What follows belongs to an exercise in optimizing a design on an open flow for a short achievable clock period and few clock cycles; a production flow would make more cautious choices.
Function was checked by simulation only, so behaviour that the tests miss may differ from the original.
Power is estimated from default activity; no workload was simulated.

==> design/flow/design.v <==
`timescale 1ns/1ns
package cpu_pkg;
        typedef logic [32-1:0] word_t;
        typedef logic [5-1:0] reg_addr_t;
        typedef enum logic [6:0] {
                OPC_OP     = 7'b0110011,
                OPC_OP_IMM = 7'b0010011,
                OPC_LUI    = 7'b0110111,
                OPC_BRANCH = 7'b1100011,
                OPC_JAL    = 7'b1101111
        } opcode_e;
        typedef enum logic [3:0] {
                ALU_ADD    = 4'd0,
                ALU_SUB    = 4'd1,
                ALU_SLT    = 4'd2,
                ALU_XOR    = 4'd3,
                ALU_OR     = 4'd4,
                ALU_AND    = 4'd5,
                ALU_SLL    = 4'd6,
                ALU_SRL    = 4'd7,
                ALU_PASS_B = 4'd8
        } alu_op_e;
        typedef struct packed {
                logic    rd_write;
                alu_op_e alu_op;
                logic    src2_imm;
                logic    branch;
                logic    branch_ne;
                logic    jump;
        } ctrl_t;
        typedef struct packed {
                word_t pc;
                word_t instr;
        } if_id_t;
        typedef struct packed {
                word_t     pc;
                reg_addr_t rs1;
                reg_addr_t rs2;
                word_t     rs1_data;
                word_t     rs2_data;
                word_t     imm;
                reg_addr_t rd;
                ctrl_t     ctrl;
        } id_ex_t;
        typedef struct packed {
                logic      rd_write;
                reg_addr_t rd;
                word_t     rd_data;
                logic      redirect;
                word_t     target;
        } ex_mem_t;
        typedef struct packed {
                logic      write;
                reg_addr_t rd;
                word_t     data;
        } wb_t;
endpackage
`timescale 1ns/1ns
module pipe_reg #(
        parameter int W = 32
) (
        input  logic     clk_i,
        input  logic     rst_i,
        input  logic     clear_i,
        input  logic [W-1:0] d_i,
        output logic [W-1:0] q_o
);
        always_ff @(posedge clk_i) begin
                if (rst_i || clear_i) begin
                        q_o <= '0;
                end else begin
                        q_o <= d_i;
                end
        end
endmodule
`timescale 1ns/1ns
module fetch_stage (
        input  logic           clk_i,
        input  logic           rst_i,
        input  logic           redirect_i,
        input  cpu_pkg::word_t target_i,
        output cpu_pkg::word_t pc_o
);
        cpu_pkg::word_t next_pc;
        always_comb begin
                if (redirect_i) begin
                        next_pc = target_i;
                end else begin
                        next_pc = pc_o + 32'h0000_0004;
                end
        end
        always_ff @(posedge clk_i) begin
                if (rst_i) begin
                        pc_o <= 32'h0000_0000;
                end else begin
                        pc_o <= next_pc;
                end
        end
endmodule
`timescale 1ns/1ns
module decoder (
        input  cpu_pkg::if_id_t   if_id_i,
        output cpu_pkg::reg_addr_t rs1_o,
        output cpu_pkg::reg_addr_t rs2_o,
        output cpu_pkg::id_ex_t   id_ex_o,
        input  cpu_pkg::word_t    rs1_data_i,
        input  cpu_pkg::word_t    rs2_data_i
);
        cpu_pkg::word_t     instr;
        cpu_pkg::opcode_e   opcode;
        logic [2:0] funct3;
        logic [6:0] funct7;
        cpu_pkg::reg_addr_t rd;
        cpu_pkg::word_t     imm_i;
        cpu_pkg::word_t     imm_u;
        cpu_pkg::word_t     imm_b;
        cpu_pkg::word_t     imm_j;
        cpu_pkg::word_t     imm;
        cpu_pkg::ctrl_t     ctrl;
        assign instr  = if_id_i.instr;
        assign opcode = cpu_pkg::opcode_e'(instr[6:0]);
        assign funct3 = instr[14:12];
        assign funct7 = instr[31:25];
        assign rd     = instr[11:7];
        assign rs1_o  = instr[19:15];
        assign rs2_o  = instr[24:20];
        assign imm_i = {{(32-12){instr[31]}}, instr[31:20]};
        assign imm_u = {instr[31:12], 12'b0};
        assign imm_b = {{(32-12){instr[31]}}, instr[7], instr[30:25], instr[11:8], 1'b0};
        assign imm_j = {{(32-20){instr[31]}}, instr[19:12], instr[20], instr[30:21], 1'b0};
        always_comb begin
                ctrl = '0;
                imm  = '0;
                case (opcode)
                        cpu_pkg::OPC_OP: begin
                                ctrl.rd_write = 1'b1;
                                case (funct3)
                                        3'b000:  ctrl.alu_op = funct7[5] ? cpu_pkg::ALU_SUB : cpu_pkg::ALU_ADD;
                                        3'b001:  ctrl.alu_op = cpu_pkg::ALU_SLL;
                                        3'b010:  ctrl.alu_op = cpu_pkg::ALU_SLT;
                                        3'b100:  ctrl.alu_op = cpu_pkg::ALU_XOR;
                                        3'b101:  ctrl.alu_op = cpu_pkg::ALU_SRL;
                                        3'b110:  ctrl.alu_op = cpu_pkg::ALU_OR;
                                        3'b111:  ctrl.alu_op = cpu_pkg::ALU_AND;
                                        default: ctrl.rd_write = 1'b0;
                                endcase
                                if (funct7 != 7'b0 && !(funct7 == 7'b0100000 && funct3 == 3'b000)) begin
                                        ctrl.rd_write = 1'b0;
                                end
                        end
                        cpu_pkg::OPC_OP_IMM: begin
                                ctrl.rd_write = 1'b1;
                                ctrl.src2_imm = 1'b1;
                                imm = imm_i;
                                case (funct3)
                                        3'b000:  ctrl.alu_op = cpu_pkg::ALU_ADD;
                                        3'b001:  ctrl.alu_op = cpu_pkg::ALU_SLL;
                                        3'b010:  ctrl.alu_op = cpu_pkg::ALU_SLT;
                                        3'b100:  ctrl.alu_op = cpu_pkg::ALU_XOR;
                                        3'b101:  ctrl.alu_op = cpu_pkg::ALU_SRL;
                                        3'b110:  ctrl.alu_op = cpu_pkg::ALU_OR;
                                        3'b111:  ctrl.alu_op = cpu_pkg::ALU_AND;
                                        default: ctrl.rd_write = 1'b0;
                                endcase
                                if ((funct3 == 3'b001 || funct3 == 3'b101) && funct7 != 7'b0) begin
                                        ctrl.rd_write = 1'b0;
                                end
                        end
                        cpu_pkg::OPC_LUI: begin
                                ctrl.rd_write = 1'b1;
                                ctrl.src2_imm = 1'b1;
                                ctrl.alu_op   = cpu_pkg::ALU_PASS_B;
                                imm = imm_u;
                        end
                        cpu_pkg::OPC_BRANCH: begin
                                imm = imm_b;
                                if (funct3 == 3'b000 || funct3 == 3'b001) begin
                                        ctrl.branch    = 1'b1;
                                        ctrl.branch_ne = funct3[0];
                                end
                        end
                        cpu_pkg::OPC_JAL: begin
                                ctrl.rd_write = 1'b1;
                                ctrl.jump     = 1'b1;
                                imm = imm_j;
                        end
                        default: begin
                                ctrl = '0;
                        end
                endcase
                if (rd == '0) begin
                        ctrl.rd_write = 1'b0;
                end
        end
        assign id_ex_o.pc       = if_id_i.pc;
        assign id_ex_o.rs1      = rs1_o;
        assign id_ex_o.rs2      = rs2_o;
        assign id_ex_o.rs1_data = rs1_data_i;
        assign id_ex_o.rs2_data = rs2_data_i;
        assign id_ex_o.imm      = imm;
        assign id_ex_o.rd       = rd;
        assign id_ex_o.ctrl     = ctrl;
endmodule
`timescale 1ns/1ns
module reg_file (
        input  logic               clk_i,
        input  logic               rst_i,
        input  cpu_pkg::reg_addr_t rs1_i,
        input  cpu_pkg::reg_addr_t rs2_i,
        output cpu_pkg::word_t     rs1_data_o,
        output cpu_pkg::word_t     rs2_data_o,
        input  cpu_pkg::wb_t       wb_i
);
        cpu_pkg::word_t regs [0:32-1];
        always_comb begin
                if (rs1_i == '0) begin
                        rs1_data_o = '0;
                end else if (wb_i.write && wb_i.rd == rs1_i) begin
                        rs1_data_o = wb_i.data;
                end else begin
                        rs1_data_o = regs[rs1_i];
                end
                if (rs2_i == '0) begin
                        rs2_data_o = '0;
                end else if (wb_i.write && wb_i.rd == rs2_i) begin
                        rs2_data_o = wb_i.data;
                end else begin
                        rs2_data_o = regs[rs2_i];
                end
        end
        always_ff @(posedge clk_i) begin
                if (rst_i) begin
                        for (integer i = 0; i < 32; i = i + 1) begin
                                regs[i] <= '0;
                        end
                end else if (wb_i.write && wb_i.rd != '0) begin
                        regs[wb_i.rd] <= wb_i.data;
                end
        end
endmodule
`timescale 1ns/1ns
module execute_stage (
        input  cpu_pkg::id_ex_t  id_ex_i,
        input  cpu_pkg::ex_mem_t mem_fwd_i,
        input  cpu_pkg::wb_t     wb_fwd_i,
        output cpu_pkg::ex_mem_t ex_mem_o
);
        localparam int SHAMT_W = $clog2(32);
        cpu_pkg::word_t rs1_val;
        cpu_pkg::word_t rs2_val;
        cpu_pkg::word_t op_b;
        cpu_pkg::word_t alu_res;
        logic  taken;
        always_comb begin
                if (id_ex_i.rs1 != '0 && mem_fwd_i.rd_write && mem_fwd_i.rd == id_ex_i.rs1) begin
                        rs1_val = mem_fwd_i.rd_data;
                end else if (id_ex_i.rs1 != '0 && wb_fwd_i.write && wb_fwd_i.rd == id_ex_i.rs1) begin
                        rs1_val = wb_fwd_i.data;
                end else begin
                        rs1_val = id_ex_i.rs1_data;
                end
                if (id_ex_i.rs2 != '0 && mem_fwd_i.rd_write && mem_fwd_i.rd == id_ex_i.rs2) begin
                        rs2_val = mem_fwd_i.rd_data;
                end else if (id_ex_i.rs2 != '0 && wb_fwd_i.write && wb_fwd_i.rd == id_ex_i.rs2) begin
                        rs2_val = wb_fwd_i.data;
                end else begin
                        rs2_val = id_ex_i.rs2_data;
                end
        end
        assign op_b = id_ex_i.ctrl.src2_imm ? id_ex_i.imm : rs2_val;
        always_comb begin
                case (id_ex_i.ctrl.alu_op)
                        cpu_pkg::ALU_ADD:    alu_res = rs1_val + op_b;
                        cpu_pkg::ALU_SUB:    alu_res = rs1_val - op_b;
                        cpu_pkg::ALU_SLT:    alu_res = {{(32-1){1'b0}}, $signed(rs1_val) < $signed(op_b)};
                        cpu_pkg::ALU_XOR:    alu_res = rs1_val ^ op_b;
                        cpu_pkg::ALU_OR:     alu_res = rs1_val | op_b;
                        cpu_pkg::ALU_AND:    alu_res = rs1_val & op_b;
                        cpu_pkg::ALU_SLL:    alu_res = rs1_val << op_b[SHAMT_W-1:0];
                        cpu_pkg::ALU_SRL:    alu_res = rs1_val >> op_b[SHAMT_W-1:0];
                        cpu_pkg::ALU_PASS_B: alu_res = op_b;
                        default:    alu_res = rs1_val + op_b;
                endcase
        end
        assign taken = id_ex_i.ctrl.branch && ((rs1_val == rs2_val) ^ id_ex_i.ctrl.branch_ne);
        assign ex_mem_o.rd_write = id_ex_i.ctrl.rd_write;
        assign ex_mem_o.rd       = id_ex_i.rd;
        assign ex_mem_o.rd_data  = id_ex_i.ctrl.jump ? id_ex_i.pc + 32'h0000_0004 : alu_res;
        assign ex_mem_o.redirect = taken || id_ex_i.ctrl.jump;
        assign ex_mem_o.target   = id_ex_i.pc + id_ex_i.imm;
endmodule
`timescale 1ns/1ns
module cpu_top (
        input  logic           clk_i,
        input  logic           rst_i,
        output logic [31:0]    imem_addr_o,
        input  logic [31:0]    imem_data_i,
        output logic           wb_write_o,
        output logic [4:0]     wb_rd_o,
        output logic [31:0]    wb_data_o
);
        cpu_pkg::word_t     pc;
        cpu_pkg::if_id_t    if_id_d;
        cpu_pkg::if_id_t    if_id_q;
        cpu_pkg::reg_addr_t rs1;
        cpu_pkg::reg_addr_t rs2;
        cpu_pkg::word_t     rs1_data;
        cpu_pkg::word_t     rs2_data;
        cpu_pkg::id_ex_t    id_ex_d;
        cpu_pkg::id_ex_t    id_ex_q;
        cpu_pkg::ex_mem_t   ex_mem_d;
        cpu_pkg::ex_mem_t   ex_mem_q;
        cpu_pkg::wb_t       mem_wb_d;
        cpu_pkg::wb_t       mem_wb_q;
        logic      redirect;
        assign redirect = ex_mem_q.redirect;
        fetch_stage u_fetch (
                .clk_i      (clk_i),
                .rst_i      (rst_i),
                .redirect_i (redirect),
                .target_i   (ex_mem_q.target),
                .pc_o       (pc)
        );
        assign imem_addr_o = pc;
        assign if_id_d.pc    = pc;
        assign if_id_d.instr = imem_data_i;
        pipe_reg #(.W($bits(if_id_d))) u_if_id (
                .clk_i   (clk_i),
                .rst_i   (rst_i),
                .clear_i (redirect),
                .d_i     (if_id_d),
                .q_o     (if_id_q)
        );
        decoder u_decoder (
                .if_id_i    (if_id_q),
                .rs1_o      (rs1),
                .rs2_o      (rs2),
                .id_ex_o    (id_ex_d),
                .rs1_data_i (rs1_data),
                .rs2_data_i (rs2_data)
        );
        reg_file u_reg_file (
                .clk_i      (clk_i),
                .rst_i      (rst_i),
                .rs1_i      (rs1),
                .rs2_i      (rs2),
                .rs1_data_o (rs1_data),
                .rs2_data_o (rs2_data),
                .wb_i       (mem_wb_q)
        );
        pipe_reg #(.W($bits(id_ex_d))) u_id_ex (
                .clk_i   (clk_i),
                .rst_i   (rst_i),
                .clear_i (redirect),
                .d_i     (id_ex_d),
                .q_o     (id_ex_q)
        );
        execute_stage u_execute (
                .id_ex_i   (id_ex_q),
                .mem_fwd_i (ex_mem_q),
                .wb_fwd_i  (mem_wb_q),
                .ex_mem_o  (ex_mem_d)
        );
        pipe_reg #(.W($bits(ex_mem_d))) u_ex_mem (
                .clk_i   (clk_i),
                .rst_i   (rst_i),
                .clear_i (redirect),
                .d_i     (ex_mem_d),
                .q_o     (ex_mem_q)
        );
        assign mem_wb_d.write = ex_mem_q.rd_write;
        assign mem_wb_d.rd    = ex_mem_q.rd;
        assign mem_wb_d.data  = ex_mem_q.rd_data;
        pipe_reg #(.W($bits(mem_wb_d))) u_mem_wb (
                .clk_i   (clk_i),
                .rst_i   (rst_i),
                .clear_i (1'b0),
                .d_i     (mem_wb_d),
                .q_o     (mem_wb_q)
        );
        assign wb_write_o = mem_wb_q.write;
        assign wb_rd_o    = mem_wb_q.rd;
        assign wb_data_o  = mem_wb_q.data;
endmodule
==> design/flow/run.sh <==
#!/bin/bash
# synth_recipe.tcl (not shown) runs the flow's synth.tcl, then flattens the netlist and writes it again
# the make line also repeats each setting of config.mk as NAME=value (left out here)
make -C /OpenROAD-flow-scripts/flow DESIGN_CONFIG=/design/flow/config.mk WORK_HOME=/design/flow/orfs CLKGATE_MAP_FILE= SYNTH_SCRIPT=/design/flow/synth_recipe.tcl finish
==> design/flow/config.mk <==
export PLATFORM = sky130hd
export DESIGN_NAME = cpu_top
export DESIGN_NICKNAME = cpu_top
export VERILOG_FILES = /design/flow/design.v
export SDC_FILE = /design/flow/constraint.sdc
export NUM_CORES = 4
export LEC_CHECK = 0
export CAP_MARGIN = 20
export CORE_MARGIN = 2
export CORE_UTILIZATION = 40
export SLEW_MARGIN = 20
==> design/flow/constraint.sdc <==
create_clock -name core_clock -period 5.0 [get_ports {clk_i}]
set_input_delay 1.0000 -clock core_clock [delete_from_list [all_inputs] [get_ports {clk_i}]]
set_output_delay 1.0000 -clock core_clock [all_outputs]
set_load 0.01 [all_outputs]
==> run_results.csv, run 1 <==
group,metric,value,unit
setup_path,critical_path_required,5590,ps
setup_path,cp_cell_sequence,"nor4_4 -> o21a_4 -> buf_4 -> or3_4 -> buf_6 -> nor2_1 -> a21oi_1 -> buf_4 -> mux2i_4 -> ha_4 -> buf_4 -> o21bai_2 -> a21oi_2 -> o211ai_1 -> buf_4 -> a21oi_4 -> o21ai_1 -> a21oi_1 -> buf_4 -> nor3_1 -> or3_1 -> a221oi_2 -> a31oi_2",
setup_path,crit_fanout,8,
die,coreArea,194000,sq um
logic_synthesis,synth_ff_type,"edfxtp_1",
drt,ant_nets,0,
drt,route.detailed.drc,0,
setup_path,r2r-end,"u_ex_mem.q_o[43]",
drt,wirelength,313000,um
logic_synthesis,yosys_warnings,8,
logic_synthesis,synth-edff-count,1024,
setup_path,r2r.worst_path.cells,23,
timing,fin_crit,4880,ps
clocking,clock_path_buffers,3,
setup_path,worstSetupStartpointType,"register",
logic_synthesis,syn-cell-area,78000,sq um
pwr,clock_power_share,38.5,%
clocking,htreeDepth,4,
timing,setup_viol,0,
logic_synthesis,ys_types,96,
die,die_h,446,um
clocking,cts.sinks,1381,
logic_synthesis,yosysTopAreaCellShare,39.4,%
drt,via_per_inst,6.24,
logic_synthesis,async_flop_share,0,%
pwr,powerDensity,328,nW/um^2
global_route,antenna_found_initial,25,
clocking,cts_tree,"yes",
placement,dp_hpwl,215000,um
hold_path,holdCritStartpoint,"u_if_id.q_o[55]",
clocking,clk_latency,810,ps
pwr,net-switching-power,0.00843,W
global_route,grt_pass1_vias,56100,
setup_path,rrSetupSlack,120,ps
clocking,clkSlewWorstSetupHoldPaths,60,ps
outcome,status,"finished clean",
pwr,p_sw_share,28.4,%
finish,seq_area,37900,sq um
logic_synthesis,syn_area_per_cell,12.3,sq um
die,rows,162,
pwr,combPwrFrac,17.3,%
finish,multi_input_area,38300,sq um
setup_path,end_kind,"register",
global_route,grt-ovfl-total,0,
die,die_w,446,um
drt,first_iter_violations,8105,
timing,slew_violations,0,
logic_synthesis,yosysTopAreaCell,"edfxtp_1",
setup_path,slowest_delay,460,ps
timing,fmax,205,MHz
pwr,irDropWorstVdd,0.000336,V
placement,portBuffers,103,
pwr,p_int,0.0212,W
logic_synthesis,yosys-top-cells-area,"edfxtp_1, mux4_2, dfxtp_1, and2_1, clkbuf_1",
setup_path,crit_top_cell,"buf_4",
timing,finalCritPeriodShare,97.7,%
global_route,grt_max_degree,101,
die,dieArea,199000,sq um
finish,syn2layout_area_growth,15.9,%
global_route,grt_pass1_wl,436000,um
pwr,seqPwrFrac,44.2,%
drt,vias,57600,
placement,gp_congestion,1.06,
setup_path,crit_type,"register to register",
hold_path,hold_class,"register to register",
logic_synthesis,synth_seq_cells,1381,
pwr,p_leak,32.9,nW
hold_path,min_path_cells,1,
setup_path,crit_family,"compound AO/OA/AOI/OAI gates",
global_route,grt_usage,31.1,%
clocking,cts_made_buffers,156,
timing,hold_viol_final,0,
timing,relSlewSlack,16.7,%
setup_path,timing.rr.start,"u_id_ex.q_o[113]",
clocking,root_buffer,"clkbuf_16",
timing,worstMarginPinSlew,1240,ps
timing,setup_tns,0,ps
logic_synthesis,seq_area_frac_synth,48.6,%
timing,whs,422,ps
setup_path,cp.arrival,5470,ps
drt,wl_per_cell,33.9,um
finish,fill_cells,17400,
drt,drt-pass1-iter-count,6,
die,start_util,40.1,%
finish,layout-drive-gt1-share,24.2,%
setup_path,cp_num_buf_inv,6,
hold_path,whs_endpoint,"u_id_ex.q_o[143]",
setup_path,crit_path_top_delay_cell,"dfxtp_1",
finish,final_nets,6736,
logic_synthesis,syn_inst,6325,
die,io_pins,104,
timing,fin_skew,51.7,ps
run,maxCapViolCount,0,
==> how the worst max path moves through the flow <==
stage | startpoint | endpoint | slack [ps] | cells after the start
2_1_floorplan | u_mem_wb.q_o[33] | u_ex_mem.q_o[62] | 60 | 21
3_3_place_gp | u_id_ex.q_o[111] | u_ex_mem.q_o[54] | -150 | 20
3_5_place_dp | u_id_ex.q_o[110] | u_ex_mem.q_o[54] | -140 | 18
4_1_cts | u_id_ex.q_o[111] | u_ex_mem.q_o[54] | -2 | 20
5_1_grt | u_id_ex.q_o[110] | u_ex_mem.q_o[58] | -20 | 22
6_report | u_id_ex.q_o[113] | u_ex_mem.q_o[43] | 120 | 23
==> layer usage <==
metal | vias to the layer above | GRT usage [%] | share of wire, %
li1 | 24300 | - | -
met1 | 29400 | 40.8 | 39
met2 | 3167 | 49.0 | 46
met3 | 726 | 5.56 | 8.6
met4 | 12 | 17.4 | 6.5
met5 | - | 0 | 0.025
==> cell type report <==
class | count | share of cell area (%)
Antenna cell | 4 | 0.0111
Timing Repair Buffer | 654 | 6.20
Tap cell | 2542 | 3.52
Sequential cell | 1381 | 41.9
Multi-Input combinational cell | 4257 | 42.3
Clock inverter | 79 | 0.856
Inverter | 120 | 0.498
Clock buffer | 203 | 4.65
==> Yosys cell counts (20+ instances only) <==
cell and number:
and2_1 1067, edfxtp_1 1024, mux4_2 636, clkbuf_1 460
dfxtp_1 357, nor2_1 346, a21oi_1 222, nand2_1 182
nand3_1 171, o21ai_0 158, nor3_1 136, ha_1 130
mux2i_1 130, inv_1 113, a211oi_1 108, buf_1 87
xnor2_1 84, xor2_1 79, a31oi_1 67, nand4_1 54
nor2b_1 53, o211ai_1 49, a21o_1 46, buf_2 43
nor4_1 43, or2_2 38, o31ai_1 35, and3_1 33
a221oi_1 30, o21ai_1 27, o21bai_1 26, o22ai_1 24
o21a_1 20
==> kinds of logic after synthesis <==
| kind of cell | count (synthesis) | share of synthesized area, % |
|---|---|---|
| flops | 1381 | 48.6 |
| mux | 776 | 20.2 |
| simple gates | 2199 | 15.6 |
| fa+ha+maj | 132 | 2.14 |
| xor+xnor | 163 | 1.83 |
| other cells | 1 | 0.00481 |
| compound gates | 955 | 8.13 |
| buf+inv | 718 | 3.59 |
==> power groups by stage <==
stage | registers, W | clock network, W | logic, W
3_3_place_gp | 0.0133 | 0 | 0.00493
2_1_floorplan | 0.0131 | 0 | 0.00278
3_5_place_dp | 0.0133 | 0 | 0.00491
4_1_cts | 0.0131 | 0.0115 | 0.00494
6_report | 0.0131 | 0.0114 | 0.00511
5_1_grt | 0.0131 | 0.0120 | 0.00530
==> timing repair <==
action	CTS	global route
cloned	0	1
buffers inserted	0	6
endpoints found under the setup margin	12	22
hold buffers	0	0
resized for setup	15	93
pin swaps	1	21
==> registers in the layout, summed over array words and instances (netlist names) <==
register         flops
u_mem_wb.q_o        38
u_reg_file.regs   1024
u_if_id.q_o         64
u_ex_mem.q_o        71
u_id_ex.q_o        152
u_fetch.pc_o        32
==> placed cells by master (no fill, tap or decap), types with 42 or more instances in the layout <==
master / n
a21oi_1: 210
mux4_2: 636
clkbuf_16: 159
dfxtp_1: 342
nor2b_1: 52
buf_4: 514
edfxtp_1: 1024
nor3_1: 136
a21o_1: 46
xor2_1: 78
nor4_1: 42
clkdlybuf4s50_1: 102
a211oi_1: 104
inv_1: 112
nand3_1: 171
xnor2_1: 79
o211ai_1: 49
o21ai_0: 147
and2_1: 1066
a31oi_1: 50
nor2_1: 313
mux2i_1: 126
nand2_1: 177
ha_1: 127
nand4_1: 54
==> through the flow <==
stage	std cells	total power, W	cell area [sq um]	util (%)	setup WS [ps]
floorplan	6356	0.0159	78200	-	57.7
global placement	8947	0.0182	84900	43.7	-155
detailed placement	8947	0.0182	84900	43.7	-139
CTS	9229	0.0296	90000	46.3	-1.94
global route	9237	0.0304	90400	46.5	-15.1
finish	9240	0.0296	90500	46.5	116
Testbench counts, summed over its fixed seeds: cycles 92,982.
==> run 2: changes to the inputs <==
--- a/design/flow/design.v
+++ b/design/flow/design.v
@@ -299,86 +299,182 @@
         output logic [4:0]     wb_rd_o,
         output logic [31:0]    wb_data_o
 );
-        cpu_pkg::word_t     pc;
-        cpu_pkg::if_id_t    if_id_d;
-        cpu_pkg::if_id_t    if_id_q;
-        cpu_pkg::reg_addr_t rs1;
-        cpu_pkg::reg_addr_t rs2;
-        cpu_pkg::word_t     rs1_data;
-        cpu_pkg::word_t     rs2_data;
-        cpu_pkg::id_ex_t    id_ex_d;
-        cpu_pkg::id_ex_t    id_ex_q;
-        cpu_pkg::ex_mem_t   ex_mem_d;
-        cpu_pkg::ex_mem_t   ex_mem_q;
-        cpu_pkg::wb_t       mem_wb_d;
-        cpu_pkg::wb_t       mem_wb_q;
-        logic      redirect;
-        assign redirect = ex_mem_q.redirect;
-        fetch_stage u_fetch (
-                .clk_i      (clk_i),
-                .rst_i      (rst_i),
-                .redirect_i (redirect),
-                .target_i   (ex_mem_q.target),
-                .pc_o       (pc)
-        );
-        assign imem_addr_o = pc;
-        assign if_id_d.pc    = pc;
-        assign if_id_d.instr = imem_data_i;
-        pipe_reg #(.W($bits(if_id_d))) u_if_id (
-                .clk_i   (clk_i),
-                .rst_i   (rst_i),
-                .clear_i (redirect),
-                .d_i     (if_id_d),
-                .q_o     (if_id_q)
-        );
-        decoder u_decoder (
-                .if_id_i    (if_id_q),
-                .rs1_o      (rs1),
-                .rs2_o      (rs2),
-                .id_ex_o    (id_ex_d),
-                .rs1_data_i (rs1_data),
-                .rs2_data_i (rs2_data)
-        );
-        reg_file u_reg_file (
-                .clk_i      (clk_i),
-                .rst_i      (rst_i),
-                .rs1_i      (rs1),
-                .rs2_i      (rs2),
-                .rs1_data_o (rs1_data),
-                .rs2_data_o (rs2_data),
-                .wb_i       (mem_wb_q)
-        );
-        pipe_reg #(.W($bits(id_ex_d))) u_id_ex (
-                .clk_i   (clk_i),
-                .rst_i   (rst_i),
-                .clear_i (redirect),
-                .d_i     (id_ex_d),
-                .q_o     (id_ex_q)
-        );
-        execute_stage u_execute (
-                .id_ex_i   (id_ex_q),
-                .mem_fwd_i (ex_mem_q),
-                .wb_fwd_i  (mem_wb_q),
-                .ex_mem_o  (ex_mem_d)
-        );
-        pipe_reg #(.W($bits(ex_mem_d))) u_ex_mem (
-                .clk_i   (clk_i),
-                .rst_i   (rst_i),
-                .clear_i (redirect),
-                .d_i     (ex_mem_d),
-                .q_o     (ex_mem_q)
-        );
-        assign mem_wb_d.write = ex_mem_q.rd_write;
-        assign mem_wb_d.rd    = ex_mem_q.rd;
-        assign mem_wb_d.data  = ex_mem_q.rd_data;
-        pipe_reg #(.W($bits(mem_wb_d))) u_mem_wb (
-                .clk_i   (clk_i),
-                .rst_i   (rst_i),
-                .clear_i (1'b0),
-                .d_i     (mem_wb_d),
-                .q_o     (mem_wb_q)
-        );
-        assign wb_write_o = mem_wb_q.write;
-        assign wb_rd_o    = mem_wb_q.rd;
-        assign wb_data_o  = mem_wb_q.data;
+        logic [31:0] pc_q;
+        logic [31:0] f_instr;
+        logic        f_is_jal, f_is_br, f_pred;
+        logic [31:0] f_imm_j, f_imm_b, f_tgt_j, f_tgt_b, f_pc4, f_next;
+        logic        e_redirect;
+        logic [31:0] e_alt;
+        assign imem_addr_o = pc_q;
+        assign f_instr = imem_data_i;
+        assign f_is_jal = f_instr[6:0] == 7'b1101111;
+        assign f_is_br  = f_instr[6:0] == 7'b1100011 && f_instr[14:13] == 2'b00;
+        assign f_pred   = f_is_jal || (f_is_br && ((f_instr[19:15] == f_instr[24:20]) ^ f_instr[12]));
+        assign f_imm_j = {{12{f_instr[31]}}, f_instr[19:12], f_instr[20], f_instr[30:21], 1'b0};
+        assign f_imm_b = {{20{f_instr[31]}}, f_instr[7], f_instr[30:25], f_instr[11:8], 1'b0};
+        assign f_tgt_j = pc_q + f_imm_j;
+        assign f_tgt_b = pc_q + f_imm_b;
+        assign f_pc4   = pc_q + 32'd4;
+        logic [31:0] f_pnext, f_if_taken, f_if_not;
+        logic        e_brv, x_taken;
+        always_comb begin
+                if (!f_pred)       f_pnext = f_pc4;
+                else if (f_is_jal) f_pnext = f_tgt_j;
+                else               f_pnext = f_tgt_b;
+        end
+        assign f_if_taken = e_pred ? f_pnext : e_alt;
+        assign f_if_not   = e_pred ? e_alt : f_pnext;
+        assign f_next     = !e_brv ? f_pnext : (x_taken ? f_if_taken : f_if_not);
+        always_ff @(posedge clk_i) begin
+                if (rst_i) pc_q <= 32'h0;
+                else       pc_q <= f_next;
+        end
+        logic [31:0] regs [1:31];
+        logic        w_write;
+        logic [4:0]  w_rd;
+        logic [31:0] w_data;
+        logic [4:0]  f_rs1, f_rs2;
+        logic [31:0] f_rf1, f_rf2;
+        assign f_rs1 = f_instr[19:15];
+        assign f_rs2 = f_instr[24:20];
+        always_comb begin
+                if (f_rs1 == 5'd0)                     f_rf1 = 32'h0;
+                else if (w_write && w_rd == f_rs1)     f_rf1 = w_data;
+                else                                   f_rf1 = regs[f_rs1];
+                if (f_rs2 == 5'd0)                     f_rf2 = 32'h0;
+                else if (w_write && w_rd == f_rs2)     f_rf2 = w_data;
+                else                                   f_rf2 = regs[f_rs2];
+        end
+        always_ff @(posedge clk_i) begin
+                for (integer i = 1; i < 32; i = i + 1) begin
+                        if (rst_i)                                regs[i] <= 32'h0;
+                        else if (w_write && w_rd == 5'(i))        regs[i] <= w_data;
+                end
+        end
+        logic        d_valid;
+        logic [31:0] d_pc, d_instr, d_alt;
+        logic        d_pred;
+        logic [31:0] d_rf1, d_rf2;
+        always_ff @(posedge clk_i) begin
+                if (rst_i) d_valid <= 1'b0;
+                else       d_valid <= !e_redirect;
+                d_pc    <= pc_q;
+                d_instr <= f_instr;
+                d_pred  <= f_pred;
+                d_rf1   <= f_rf1;
+                d_rf2   <= f_rf2;
+                d_alt   <= f_pred ? f_pc4 : f_tgt_b;
+        end
+        logic [6:0]  d_opc;
+        logic [2:0]  d_f3;
+        logic [6:0]  d_f7;
+        logic [4:0]  d_rd, d_rs1, d_rs2;
+        logic        d_op, d_opi, d_lui, d_jal, d_br;
+        logic        d_wr, d_use_rs2, d_sub;
+        logic        d_sel_add, d_sel_slt, d_sel_xor, d_sel_or, d_sel_and, d_sel_sll, d_sel_srl, d_sel_b;
+        logic [31:0] d_imm;
+        logic [31:0] d_rs1v, d_rs2v, d_a, d_b;
+        logic        d_fwd_a, d_fwd_b;
+        assign d_opc = d_instr[6:0];
+        assign d_f3  = d_instr[14:12];
+        assign d_f7  = d_instr[31:25];
+        assign d_rd  = d_instr[11:7];
+        assign d_rs1 = d_instr[19:15];
+        assign d_rs2 = d_instr[24:20];
+        assign d_op  = d_opc == 7'b0110011;
+        assign d_opi = d_opc == 7'b0010011;
+        assign d_lui = d_opc == 7'b0110111;
+        assign d_jal = d_opc == 7'b1101111;
+        assign d_br  = d_opc == 7'b1100011 && d_f3[2:1] == 2'b00;
+        logic d_op_ok, d_opi_ok;
+        assign d_op_ok  = d_op && d_f3 != 3'b011 &&
+                          (d_f7 == 7'b0 || (d_f7 == 7'b0100000 && d_f3 == 3'b000));
+        assign d_opi_ok = d_opi && d_f3 != 3'b011 &&
+                          !((d_f3 == 3'b001 || d_f3 == 3'b101) && d_f7 != 7'b0);
+        assign d_wr      = (d_op_ok || d_opi_ok || d_lui || d_jal) && d_rd != 5'd0;
+        assign d_use_rs2 = d_op || d_br;
+        assign d_sub     = (d_op && d_f7[5] && d_f3 == 3'b000) || ((d_op || d_opi) && d_f3 == 3'b010);
+        assign d_sel_add = (d_op || d_opi) && (d_f3 == 3'b000);
+        assign d_sel_slt = (d_op || d_opi) && (d_f3 == 3'b010);
+        assign d_sel_xor = (d_op || d_opi) && (d_f3 == 3'b100);
+        assign d_sel_or  = (d_op || d_opi) && (d_f3 == 3'b110);
+        assign d_sel_and = (d_op || d_opi) && (d_f3 == 3'b111);
+        assign d_sel_sll = (d_op || d_opi) && (d_f3 == 3'b001);
+        assign d_sel_srl = (d_op || d_opi) && (d_f3 == 3'b101);
+        assign d_sel_b   = d_lui || d_jal;
+        always_comb begin
+                if (d_lui)      d_imm = {d_instr[31:12], 12'b0};
+                else if (d_jal) d_imm = d_pc + 32'd4;
+                else            d_imm = {{20{d_instr[31]}}, d_instr[31:20]};
+        end
+        assign d_rs1v = (w_write && w_rd == d_rs1) ? w_data : d_rf1;
+        assign d_rs2v = (w_write && w_rd == d_rs2) ? w_data : d_rf2;
+        assign d_a = d_rs1v;
+        assign d_b = d_use_rs2 ? d_rs2v : d_imm;
+        logic        e_eq;
+        logic        e_valid, e_wr, e_br, e_ne, e_pred, e_sub, e_fwd_a, e_fwd_b;
+        logic        e_sel_add, e_sel_slt, e_sel_xor, e_sel_or, e_sel_and, e_sel_sll, e_sel_srl, e_sel_b;
+        logic [4:0]  e_rd;
+        logic [31:0] e_a, e_b;
+        assign d_fwd_a = e_valid && e_wr && e_rd == d_rs1;
+        assign d_fwd_b = d_use_rs2 && e_valid && e_wr && e_rd == d_rs2;
+        always_ff @(posedge clk_i) begin
+                if (rst_i) e_valid <= 1'b0;
+                else       e_valid <= d_valid && !e_redirect;
+                e_wr      <= d_wr;
+                e_br      <= d_br;
+                e_eq      <= d_a == d_b;
+                e_ne      <= d_f3[0];
+                e_pred    <= d_pred;
+                e_alt     <= d_alt;
+                e_sub     <= d_sub;
+                e_fwd_a   <= d_fwd_a;
+                e_fwd_b   <= d_fwd_b;
+                e_sel_add <= d_sel_add;
+                e_sel_slt <= d_sel_slt;
+                e_sel_xor <= d_sel_xor;
+                e_sel_or  <= d_sel_or;
+                e_sel_and <= d_sel_and;
+                e_sel_sll <= d_sel_sll;
+                e_sel_srl <= d_sel_srl;
+                e_sel_b   <= d_sel_b;
+                e_rd      <= d_rd;
+                e_a       <= d_a;
+                e_b       <= d_b;
+        end
+        logic [31:0] x_a, x_b, x_bi, x_sum, x_res;
+        logic        x_lt, x_eq;
+        assign x_a  = e_fwd_a ? w_data : e_a;
+        assign x_b  = e_fwd_b ? w_data : e_b;
+        assign x_bi = x_b ^ {32{e_sub}};
+        assign x_sum = x_a + x_bi + {31'b0, e_sub};
+        assign x_lt  = (x_a[31] ^ x_b[31]) ? x_a[31] : x_sum[31];
+        assign x_res = ({32{e_sel_add}} & x_sum)
+                     | ({32{e_sel_slt}} & {31'b0, x_lt})
+                     | ({32{e_sel_xor}} & (x_a ^ x_b))
+                     | ({32{e_sel_or}}  & (x_a | x_b))
+                     | ({32{e_sel_and}} & (x_a & x_b))
+                     | ({32{e_sel_sll}} & (x_a << x_b[4:0]))
+                     | ({32{e_sel_srl}} & (x_a >> x_b[4:0]))
+                     | ({32{e_sel_b}}   & x_b);
+        always_comb begin
+                case ({e_fwd_a, e_fwd_b})
+                        2'b00:   x_eq = e_eq;
+                        2'b01:   x_eq = e_a == w_data;
+                        2'b10:   x_eq = w_data == e_b;
+                        default: x_eq = 1'b1;
+                endcase
+        end
+        assign x_taken    = x_eq ^ e_ne;
+        assign e_brv      = e_valid && e_br;
+        assign e_redirect = e_brv && (x_taken != e_pred);
+        always_ff @(posedge clk_i) begin
+                if (rst_i) w_write <= 1'b0;
+                else       w_write <= e_valid && e_wr;
+                w_rd   <= e_rd;
+                w_data <= x_res;
+        end
+        assign wb_write_o = w_write;
+        assign wb_rd_o    = w_rd;
+        assign wb_data_o  = w_data;
 endmodule
--- a/design/flow/config.mk
+++ b/design/flow/config.mk
@@ -7,5 +7,7 @@
 export LEC_CHECK = 0
 export CAP_MARGIN = 20
 export CORE_MARGIN = 2
-export CORE_UTILIZATION = 40
+export CORE_UTILIZATION = 30
+export PLACE_DENSITY = 0.5
+export SETUP_SLACK_MARGIN = 0.5
 export SLEW_MARGIN = 20
==> run 2 against run 1 <==
Still clean; die area rose by 18%; global-route usage rose by 5.8 points; via count rose by 37%; design area fell by 10%; largest cell class unchanged.
==> run_results.csv, run 2 <==
group,metric,value,unit
timing,setup_viol,0,
global_route,antenna_found_initial,36,
logic_synthesis,async_flop_share,0,%
global_route,grt-ovfl-total,0,
finish,final_common_cell,"nand2_1",
logic_synthesis,syn-cell-area,68900,sq um
clocking,cts_made_buffers,156,
logic_synthesis,synth_ff_type,"dfxtp_1",
drt,via_per_inst,6.50,
timing,hold_viol_final,0,
setup_path,crit_fanout,18,
hold_path,hold_class,"register to register",
timing,rsz0062_at_grt,"false",
logic_synthesis,yosysMostFrequentCell,"nand2_1",
drt,drt-pass1-iter-count,14,
logic_synthesis,seq_area_frac_synth,38.9,%
timing,fin_crit,4220,ps
clocking,clock_path_buffers,3,
die,die_w,483,um
placement,dpl_cell_area,75700,sq um
pwr,powerDensity,312,nW/um^2
setup_path,crit_path_top_delay_cell,"mux2i_1",
drt,vias,79200,
logic_synthesis,yosysTopAreaCellShare,38.9,%
logic_synthesis,ys_types,96,
finish,fin_util,35.7,%
logic_synthesis,syn_area_per_cell,7.57,sq um
clocking,clk_latency,900,ps
timing,whs,319,ps
logic_synthesis,yosys-top-cells-area,"dfxtp_1, nand2_1, a21oi_1, a22oi_1, clkbuf_1",
global_route,grt_pass1_wl,610000,um
finish,fin_area,81300,sq um
logic_synthesis,synth_common_cells,"nand2_1, dfxtp_1, a21oi_1, clkbuf_1, a22oi_1",
outcome,status,"finished clean",
logic_synthesis,synth-edff-count,0,
logic_synthesis,yosysTopAreaCell,"dfxtp_1",
logic_synthesis,synth_seq_cells,1341,
finish,layout_common_cells,"nand2_1, a21oi_1, dfxtp_1, a22oi_1, buf_4",
placement,portBuffers,103,
setup_path,cp.arrival,4940,ps
die,rows,175,
die,io_pins,104,
placement,dp_hpwl,290000,um
finish,top_register,"regs",
finish,layout-drive-gt1-share,10.6,%
drt,first_iter_violations,14600,
pwr,power,0.0254,W
die,start_util,30.2,%
clocking,cts_tree,"yes",
finish,syn2layout_area_growth,17.9,%
timing,fmax,237,MHz
clocking,postCtsResizedCells,0,
setup_path,cp_cell_sequence,"buf_4 -> mux2i_1 -> inv_1 -> o21ai_0 -> o21ai_0 -> mux2i_1 -> o21ai_0 -> nand2_1 -> o21ai_0 -> a21oi_1 -> o21ai_0",
die,die_h,483,um
logic_synthesis,syn_inst,9110,
setup_path,slowest_delay,870,ps
timing,fin_skew,52.2,ps
finish,fill_cells,23500,
pwr,p_leak,27.8,nW
die,coreArea,228000,sq um
timing,relSlewSlack,13.2,%
finish,final_nets,9197,
run,maxCapViolCount,0,
finish,largest_reg_flops,992,
clocking,htreeDepth,4,
drt,ant_nets,0,
timing,setup_tns,0,ps
global_route,grt_pass1_vias,71700,
die,dieArea,234000,sq um
drt,wl_per_cell,37.3,um
setup_path,crit_type,"register to register",
setup_path,critical_path_required,5730,ps
placement,gp_congestion,1.02,
clocking,clkSlewWorstSetupHoldPaths,60,ps
clocking,root_buffer,"clkbuf_16",
setup_path,worstSetupStartpointType,"register",
clocking,cts.sinks,1341,
logic_synthesis,yosys_warnings,34,
setup_path,end_kind,"register",
drt,wirelength,454000,um
clocking,postCtsSetupBuffers,0,
drt,route.detailed.drc,0,
global_route,grt_usage,37.0,%
timing,worstMarginPinSlew,1300,ps
clocking,hold_buffers,0,
setup_path,crit_top_cell,"o21ai_0",
global_route,grt_max_degree,207,
timing,finalCritPeriodShare,84.3,%
timing,slew_violations,0,
pwr,irDropWorstVdd,0.000233,V
-- run 2: cell count changes in the layout (fill, tap and decap cells not counted), sizes merged, moves of 71 or more --
cell / change
a221oi: +120
a211oi: -71
and2: -1049
nand4: +118
a21oi: +1089
nand2: +2118
edfxtp: -1024
nor2: +87
a22oi: +612
dfxtp: +984
a22o: +123
mux4: -636
buf: -91
-- run 2: cell families after synthesis --
group | after synthesis | share of synthesized area (%)
AO/OA/AOI/OAI | 2767 | 25.6
XOR/XNOR | 240 | 3.07
adder cells (fa/ha/maj) | 146 | 2.68
buffers and inverters | 921 | 5.16
flip-flops | 1341 | 38.9
multiplexers | 217 | 3.23
AND/OR/NAND/NOR | 3478 | 21.3
-- run 2: path summary, 6_finish.rpt --
check	to	startpoint	slack (ps)	cells after the start
hold reg to reg	e_alt[1]	d_alt[1]	320	0
setup / recovery	w_data[0]	e_fwd_a	780	11
setup reg to reg	w_data[0]	e_fwd_a	780	11
hold / removal	e_alt[1]	d_alt[1]	320	0
-- run 2: layer usage --
metal	track usage, %	part of all wire (%)
met5	0.510	0.090
met4	26.6	8.7
met3	11.9	13
met2	53.3	41
met1	46.1	38
-- run 2: stage by stage --
stage / setup slack (ps) / instances
3_5_place_dp: 289 / 11900
5_1_grt: 532 / 12100
6_report: 785 / 12200
2_1_floorplan: 804 / 9110
4_1_cts: 825 / 12100
3_3_place_gp: 170 / 11900
-- run 2: cell type report --
class                      count  area, sq um  share of cell area, %
antenna                       25         62.6                 0.0770
clock buffer                 215         4520                   5.56
clock inverter                63          971                   1.19
inverter                     107          402                  0.494
multi-input combinational   6848        39400                   48.5
sequential                  1341        26900                   33.1
tap                         3009         3760                   4.63
timing repair buffer         563         5290                   6.50
-- run 2: worst max-delay path, delay by kind of cell, from the launching register on --
kind	cells	cell delay, ps
DFF	1	630
buffers and inverters	2	570
and+or+nand+nor	1	110
AOI/OAI and AO/OA	6	1350
muxes	2	1390
-- run 2: power breakdown --
part	internal, W	switching (W)
combinational	0.000554	0.00136
sequential	0.0108	0.000145
clock	0.00725	0.00526
total	0.0186	0.00676
Testbench counts of run 2, summed over its fixed seeds: cycles 66,762.

[re-timing with driven ports]
Ports are ideal in the flow. The routed layouts listed here were re-timed in OpenROAD. Step 1 assumes that a clkbuf_16 drives the clock port and a buf_2 every other input. Step 2 adds t to the input delays and takes it off the output delays; t is the mean of the earliest and latest rising clock arrival at the registers after step 1. Input paths then give back, and output paths get back, about the clock's delay inside the block. Slacks: ideal ports / drivers / drivers and shift; pairs: ideal ports / drivers.
| run | shift t [ns] | setup WS [ns] | worst setup path at the end | latest minus earliest clock arrival (ns) | worst register clock-pin slew, ns |
|---|---|---|---|---|---|
| run 1 | 0.871 | 0.116 / 0.116 / 0.116 | register to register | 0.055 / 0.055 | 0.08 / 0.08 |
| run 2 | 0.964 | 0.785 / 0.785 / 0.007 | input to register | 0.065 / 0.066 | 0.07 / 0.07 |
After both steps every run listed still meets setup and hold. For run 2, which loses most, drivers alone change the setup slack by 0.000 ns; drivers and shift together by -0.778 ns.
